This design comes from an exercise in tuning for small area, a short achievable clock period and few clock cycles per item on the open sky130 flow, not from production work. Only simulation tests tie the RTL to the original design; equivalence was not proved. Power and IR drop assume default switching activity.

==> 07-22: inputs <==
## keyed_count_table
module keyed_count_table #(
	parameter int unsigned TABLE_DEPTH = 64,
	parameter int unsigned TAG_BITS    = 16
) (
	input  wire         clk,
	input  wire         arst_n,
	input  wire         req_valid,
	output logic        req_ready,
	input  wire         req_cmd,
	input  wire  [15:0] req_tag,
	input  wire  [31:0] req_amount,
	output logic        rsp_valid,
	input  wire         rsp_ready,
	output logic [2:0]  rsp_status,
	output logic [30:0] rsp_count,
	output logic        rsp_saturated
);
	kct_pkg::req_t req;
	kct_pkg::rsp_t rsp;
	assign req.cmd        = req_cmd;
	assign req.tag_id     = req_tag;
	assign req.amount     = req_amount;
	assign rsp_status     = rsp.status;
	assign rsp_count      = rsp.count_after;
	assign rsp_saturated  = rsp.saturated;
	logic load_r;
	logic load_x;
	logic x_busy;
	logic exec;
	kct_ctrl u_ctrl (
		.clk       (clk),
		.arst_n    (arst_n),
		.req_valid (req_valid),
		.req_ready (req_ready),
		.rsp_ready (rsp_ready),
		.rsp_valid (rsp_valid),
		.load_r    (load_r),
		.load_x    (load_x),
		.x_busy    (x_busy),
		.exec      (exec)
	);
	kct_dpath #(
		.TABLE_DEPTH (TABLE_DEPTH),
		.TAG_BITS    (TAG_BITS)
	) u_dpath (
		.clk      (clk),
		.arst_n   (arst_n),
		.req      (req),
		.load_r   (load_r),
		.load_x   (load_x),
		.x_busy   (x_busy),
		.exec     (exec),
		.rsp      (rsp)
	);
endmodule
clock: 7.0 ns
lec_check: 0
cap_margin: 20
core_margin: 2
core_utilization: 40
cts_buf_list: sky130_fd_sc_hd__clkbuf_4 sky130_fd_sc_hd__clkbuf_8
slew_margin: 20
run.sh (not shown) runs the stock make flow with config.mk's settings and CLKGATE_MAP_FILE= SYNTH_SCRIPT=/design/flow/synth_recipe.tcl, a recipe that flattens the netlist after the stock synthesis.
==> inputs of 02-23, as changes to 07-22 <==
--- a/flow/design.v
+++ b/flow/design.v
@@ -42,128 +42,178 @@
 module kct_ctrl (
 	input  wire  clk,
 	input  wire  arst_n,
 	input  wire  req_valid,
 	output logic req_ready,
 	input  wire  rsp_ready,
 	output logic rsp_valid,
-	output logic load_r,
+	output logic load_p,
 	output logic load_x,
 	output logic x_busy,
-	output logic exec
+	output logic exec,
+	output logic o_from_s,
+	output logic o_from_x,
+	output logic s_from_x,
+	output logic s_full
 );
-	logic r_valid_q;
+	logic p_valid_q;
 	logic x_valid_q;
-	logic rsp_valid_q;
-	assign exec      = x_valid_q && (!rsp_valid_q || rsp_ready);
+	logic o_valid_q;
+	logic s_valid_q;
+	logic pop;
+	assign exec      = x_valid_q && !s_valid_q;
 	assign load_x    = !x_valid_q || exec;
-	assign req_ready = !r_valid_q || load_x;
-	assign load_r    = req_ready;
+	assign load_p    = !p_valid_q || load_x;
+	assign req_ready = load_p;
 	assign x_busy    = x_valid_q;
-	assign rsp_valid = rsp_valid_q;
+	assign rsp_valid = o_valid_q;
+	assign pop       = o_valid_q && rsp_ready;
+	assign o_from_s  = s_valid_q && pop;
+	assign o_from_x  = exec && (!o_valid_q || pop);
+	assign s_from_x  = exec && o_valid_q && !pop;
+	assign s_full    = s_valid_q;
 	always_ff @(posedge clk or negedge arst_n) begin
 		if (!arst_n) begin
-			r_valid_q <= 1'b0;
-		end else if (req_ready) begin
-			r_valid_q <= req_valid;
+			p_valid_q <= 1'b0;
+		end else if (load_p) begin
+			p_valid_q <= req_valid;
 		end
 	end
 	always_ff @(posedge clk or negedge arst_n) begin
 		if (!arst_n) begin
 			x_valid_q <= 1'b0;
 		end else if (load_x) begin
-			x_valid_q <= r_valid_q;
+			x_valid_q <= p_valid_q;
 		end
 	end
 	always_ff @(posedge clk or negedge arst_n) begin
 		if (!arst_n) begin
-			rsp_valid_q <= 1'b0;
-		end else if (exec) begin
-			rsp_valid_q <= 1'b1;
-		end else if (rsp_ready) begin
-			rsp_valid_q <= 1'b0;
+			o_valid_q <= 1'b0;
+			s_valid_q <= 1'b0;
+		end else begin
+			if (o_from_s) begin
+				s_valid_q <= 1'b0;
+			end else if (o_from_x) begin
+				o_valid_q <= 1'b1;
+			end else if (s_from_x) begin
+				s_valid_q <= 1'b1;
+			end else if (pop) begin
+				o_valid_q <= 1'b0;
+			end
 		end
 	end
 endmodule
 `default_nettype wire
 `default_nettype none
 module kct_dpath #(
 	parameter int unsigned TABLE_DEPTH = 64,
 	parameter int unsigned TAG_BITS    = 16
 ) (
 	input  wire                 clk,
 	input  wire                 arst_n,
 	input  kct_pkg::req_t       req,
-	input  wire                 load_r,
+	input  wire                 load_p,
 	input  wire                 load_x,
 	input  wire                 x_busy,
 	input  wire                 exec,
+	input  wire                 o_from_s,
+	input  wire                 o_from_x,
+	input  wire                 s_from_x,
+	input  wire                 s_full,
 	output kct_pkg::rsp_t       rsp
 );
 	localparam int unsigned CW    = kct_pkg::COUNT_W;
 	localparam int unsigned IDX_W = $clog2(TABLE_DEPTH);
-	logic                r_cmd;
-	logic [TAG_BITS-1:0] r_tag;
-	logic [CW-1:0]       r_raw;
-	logic                r_tz;
-	logic                r_ign;
-	always_ff @(posedge clk) begin
-		if (load_r) begin
-			r_cmd <= req.cmd;
-			r_tag <= req.tag_id[TAG_BITS-1:0];
-			r_raw <= req.amount[CW-1:0];
-			r_tz  <= (req.tag_id == '0);
-			r_ign <= (req.amount == '0) || req.amount[kct_pkg::AMOUNT_W-1];
-		end
-	end
 	logic [TABLE_DEPTH-1:0] valid_q;
 	logic [TAG_BITS-1:0]    tag_arr_q [TABLE_DEPTH];
 	logic [CW-1:0]          cnt_arr_q [TABLE_DEPTH];
-	logic [TABLE_DEPTH-1:0] m_hit_vec;
-	logic                   m_hit;
-	logic [IDX_W-1:0]       m_idx;
-	logic [CW-1:0]          m_cur;
-	always_comb begin
-		m_cur = '0;
-		m_idx = '0;
-		for (int i = 0; i < TABLE_DEPTH; i++) begin
-			m_hit_vec[i] = valid_q[i] && (tag_arr_q[i] == r_tag);
-			m_cur = m_cur | (cnt_arr_q[i] & {CW{m_hit_vec[i]}});
-			m_idx = m_idx | (IDX_W'(i) & {IDX_W{m_hit_vec[i]}});
-		end
-		m_hit = |m_hit_vec;
-	end
 	logic                x_cmd;
 	logic [TAG_BITS-1:0] x_tag;
 	logic [CW-1:0]       x_raw;
 	logic                x_tz;
 	logic                x_ign;
 	logic                hit;
 	logic [IDX_W-1:0]    idx;
 	logic [CW-1:0]       cur;
+	logic [TABLE_DEPTH-1:0] m_hit_vec;
+	logic [TAG_BITS-1:0]    m_tag;
+	logic [TAG_BITS-1:0]    p_tag;
+	assign m_tag = load_p ? req.tag_id[TAG_BITS-1:0] : p_tag;
+	always_comb begin
+		for (int i = 0; i < TABLE_DEPTH; i++) begin
+			m_hit_vec[i] = valid_q[i] && (tag_arr_q[i] == m_tag);
+		end
+	end
+	logic                   p_cmd;
+	logic [CW-1:0]          p_raw;
+	logic                   p_tz;
+	logic                   p_ign;
+	logic [TABLE_DEPTH-1:0] p_hit_vec;
+	logic                   p_same;
+	always_ff @(posedge clk) begin
+		if (load_p) begin
+			p_cmd     <= req.cmd;
+			p_tag     <= req.tag_id[TAG_BITS-1:0];
+			p_raw     <= req.amount[CW-1:0];
+			p_tz      <= (req.tag_id == '0);
+			p_ign     <= (req.amount == '0) || req.amount[kct_pkg::AMOUNT_W-1];
+			p_same    <= x_busy && (x_tag == req.tag_id[TAG_BITS-1:0]);
+		end
+	end
+	always_ff @(posedge clk) begin
+		p_hit_vec <= m_hit_vec;
+	end
+	kct_pkg::rsp_t    rsp_o;
+	kct_pkg::rsp_t    rsp_s;
+	logic             a_hit_q;
+	logic [IDX_W-1:0] a_idx_q;
+	logic                   p_hit;
+	logic [IDX_W-1:0]       p_idx;
+	logic [CW-1:0]          p_cur;
+	logic [CW-1:0]          p_rd;
+	logic [IDX_W-1:0]       p_enc;
+	kct_pkg::rsp_t          rsp_last;
+	assign rsp_last = s_full ? rsp_s : rsp_o;
+	always_comb begin
+		p_rd  = '0;
+		p_enc = '0;
+		for (int i = 0; i < TABLE_DEPTH; i++) begin
+			p_rd  = p_rd  | (cnt_arr_q[i] & {CW{p_hit_vec[i]}});
+			p_enc = p_enc | (IDX_W'(i) & {IDX_W{p_hit_vec[i]}});
+		end
+		if (p_same) begin
+			p_hit = a_hit_q;
+			p_idx = a_idx_q;
+			p_cur = rsp_last.count_after;
+		end else begin
+			p_hit = |p_hit_vec;
+			p_idx = p_enc;
+			p_cur = p_rd;
+		end
+	end
 	logic                same;
 	logic                post_hit;
 	logic [IDX_W-1:0]    post_idx;
 	kct_pkg::rsp_t       rsp_nxt;
-	assign same = x_busy && (x_tag == r_tag);
+	assign same = x_busy && (x_tag == p_tag);
 	always_ff @(posedge clk) begin
 		if (load_x) begin
-			x_cmd <= r_cmd;
-			x_tag <= r_tag;
-			x_raw <= r_raw;
-			x_tz  <= r_tz;
-			x_ign <= r_ign;
+			x_cmd <= p_cmd;
+			x_tag <= p_tag;
+			x_raw <= p_raw;
+			x_tz  <= p_tz;
+			x_ign <= p_ign;
 			if (same) begin
 				hit <= post_hit;
 				idx <= post_idx;
 				cur <= rsp_nxt.count_after;
 			end else begin
-				hit <= m_hit;
-				idx <= m_idx;
-				cur <= m_cur;
+				hit <= p_hit;
+				idx <= p_idx;
+				cur <= p_cur;
 			end
 		end
 	end
 	logic [TABLE_DEPTH-1:0] hit_dec;
 	logic [TABLE_DEPTH-1:0] free_vec;
 	logic [TABLE_DEPTH-1:0] free_first;
 	logic                   free_any;
@@ -212,15 +262,14 @@
 		end else begin
 			for (int i = 0; i < TABLE_DEPTH; i++) begin
 				if (exec && ins && free_first[i]) valid_q[i] <= 1'b1;
 				if (exec && fre && hit_dec[i])    valid_q[i] <= 1'b0;
 			end
 		end
 	end
-	kct_pkg::rsp_t rsp_q;
 	always_comb begin
 		rsp_nxt.status      = kct_pkg::STAT_UPDATED;
 		rsp_nxt.count_after = '0;
 		rsp_nxt.saturated   = 1'b0;
 		if (x_tz) begin
 			rsp_nxt.status = kct_pkg::STAT_BAD_TAG;
 		end else if (x_ign) begin
@@ -244,18 +293,29 @@
 			end else begin
 				rsp_nxt.count_after = diff;
 			end
 		end
 	end
 	always_ff @(posedge clk) begin
 		if (exec) begin
-			rsp_q <= rsp_nxt;
+			a_hit_q       <= post_hit;
+			a_idx_q       <= post_idx;
+		end
+	end
+	always_ff @(posedge clk) begin
+		if (o_from_s) begin
+			rsp_o <= rsp_s;
+		end else if (o_from_x) begin
+			rsp_o <= rsp_nxt;
+		end
+		if (s_from_x) begin
+			rsp_s <= rsp_nxt;
 		end
 	end
-	assign rsp = rsp_q;
+	assign rsp = rsp_o;
 endmodule
 `default_nettype wire
 `default_nettype none
 module keyed_count_table #(
 	parameter int unsigned TABLE_DEPTH = 64,
 	parameter int unsigned TAG_BITS    = 16
 ) (
@@ -276,38 +336,50 @@
 	kct_pkg::rsp_t rsp;
 	assign req.cmd        = req_cmd;
 	assign req.tag_id     = req_tag;
 	assign req.amount     = req_amount;
 	assign rsp_status     = rsp.status;
 	assign rsp_count      = rsp.count_after;
 	assign rsp_saturated  = rsp.saturated;
-	logic load_r;
+	logic load_p;
 	logic load_x;
 	logic x_busy;
 	logic exec;
+	logic o_from_s;
+	logic o_from_x;
+	logic s_from_x;
+	logic s_full;
 	kct_ctrl u_ctrl (
 		.clk       (clk),
 		.arst_n    (arst_n),
 		.req_valid (req_valid),
 		.req_ready (req_ready),
 		.rsp_ready (rsp_ready),
 		.rsp_valid (rsp_valid),
-		.load_r    (load_r),
+		.load_p    (load_p),
 		.load_x    (load_x),
 		.x_busy    (x_busy),
-		.exec      (exec)
+		.exec      (exec),
+		.o_from_s  (o_from_s),
+		.o_from_x  (o_from_x),
+		.s_from_x  (s_from_x),
+		.s_full    (s_full)
 	);
 	kct_dpath #(
 		.TABLE_DEPTH (TABLE_DEPTH),
 		.TAG_BITS    (TAG_BITS)
 	) u_dpath (
 		.clk      (clk),
 		.arst_n   (arst_n),
 		.req      (req),
-		.load_r   (load_r),
+		.load_p   (load_p),
 		.load_x   (load_x),
 		.x_busy   (x_busy),
 		.exec     (exec),
+		.o_from_s (o_from_s),
+		.o_from_x (o_from_x),
+		.s_from_x (s_from_x),
+		.s_full   (s_full),
 		.rsp      (rsp)
 	);
 endmodule
 `default_nettype wire
Settings changed: ABC_CLOCK_PERIOD_IN_PS from default to 4000, CTS_BUF_LIST sky130_fd_sc_hd__clkbuf_4 sky130_fd_sc_hd__clkbuf_8 to default, CTS_CLUSTER_DIAMETER from default to 60, CTS_CLUSTER_SIZE from default to 30, SETUP_SLACK_MARGIN from default to 3.0.
==> notes <==
Against 02-23, the sequential cell count of 07-22 is lower by 108. In 07-22 the clock skew is higher than in 02-23, by 30 ps. Register-to-register slack: 07-22 is lower than 02-23 (1700 ps). In 02-23 the clock power is smaller than in 07-22, by about 18%. In 07-22 the synthesized cell count is higher than in 02-23, by about 6%. Against 02-23, the critical path depth of 07-22 is higher by 7.
==> figures <==
| item | 07-22 | 02-23 |
|---|---|---|
| Combinational share of power | 0.101 | 0.309 |
| Xor and xnor fraction of the mapped netlist area | 0.0712 | 0.0722 |
| Combinational power | 4.39 mW | 18.9 mW |
| Final #Nets | 9507 | 8677 |
| Wire length of the first global-routing pass | 786000 µm | 721000 µm |
| Total global routing track utilization | 0.344 | 0.314 |
| Drt via density | 6.72 | 6.70 |
| Layout Skew | 102 ps | 72.0 ps |
| Outcome | timing/DRC/antenna clean | timing/DRC/antenna clean |
| Largest net degree at the start of global routing | 67 | 69 |
| Number of enable-type register cells in the synthesized netlist | 3181 | 3208 |
| Final Cycle Share | 0.828 | 0.591 |
| Non-clock buffer count in the final layout | 607 | 608 |
| Met1 WL | 210000 µm | 197000 µm |
Testbench counts of 07-22, summed over its fixed seeds: cycles 12,024, items 12,000.
Testbench counts of 02-23, summed over its fixed seeds: cycles 12,024, items 12,000.

## re-timing with driven ports
Ports are ideal in the flow. The routed layouts listed here were re-timed in OpenROAD. Step 1, drivers: a clkbuf_16 drives clk and a buf_2 each remaining input, both assumed. Step 2 moves the port delays by t, midway between the first and last clock arrival at a register: inputs arrive t later, outputs are due t later. That takes back most of the time a late clock gives input paths. Slacks: ideal / step 1 / step 2; pairs: ideal / step 1.
run | t (ns) | setup WS [ns] | clock arrival spread, ns | cell pins on the clock port's net
07-22 | 1.320 | 1.205 / 1.205 / 1.205 | 0.102 / 0.103 | 1
02-23 | 1.010 | 2.862 / 2.763 / 2.357 | 0.085 / 0.085 | 1
After both steps every run listed still meets setup and hold. For 02-23, which loses most, drivers alone change the setup slack by -0.099 ns; drivers and shift together by -0.505 ns.
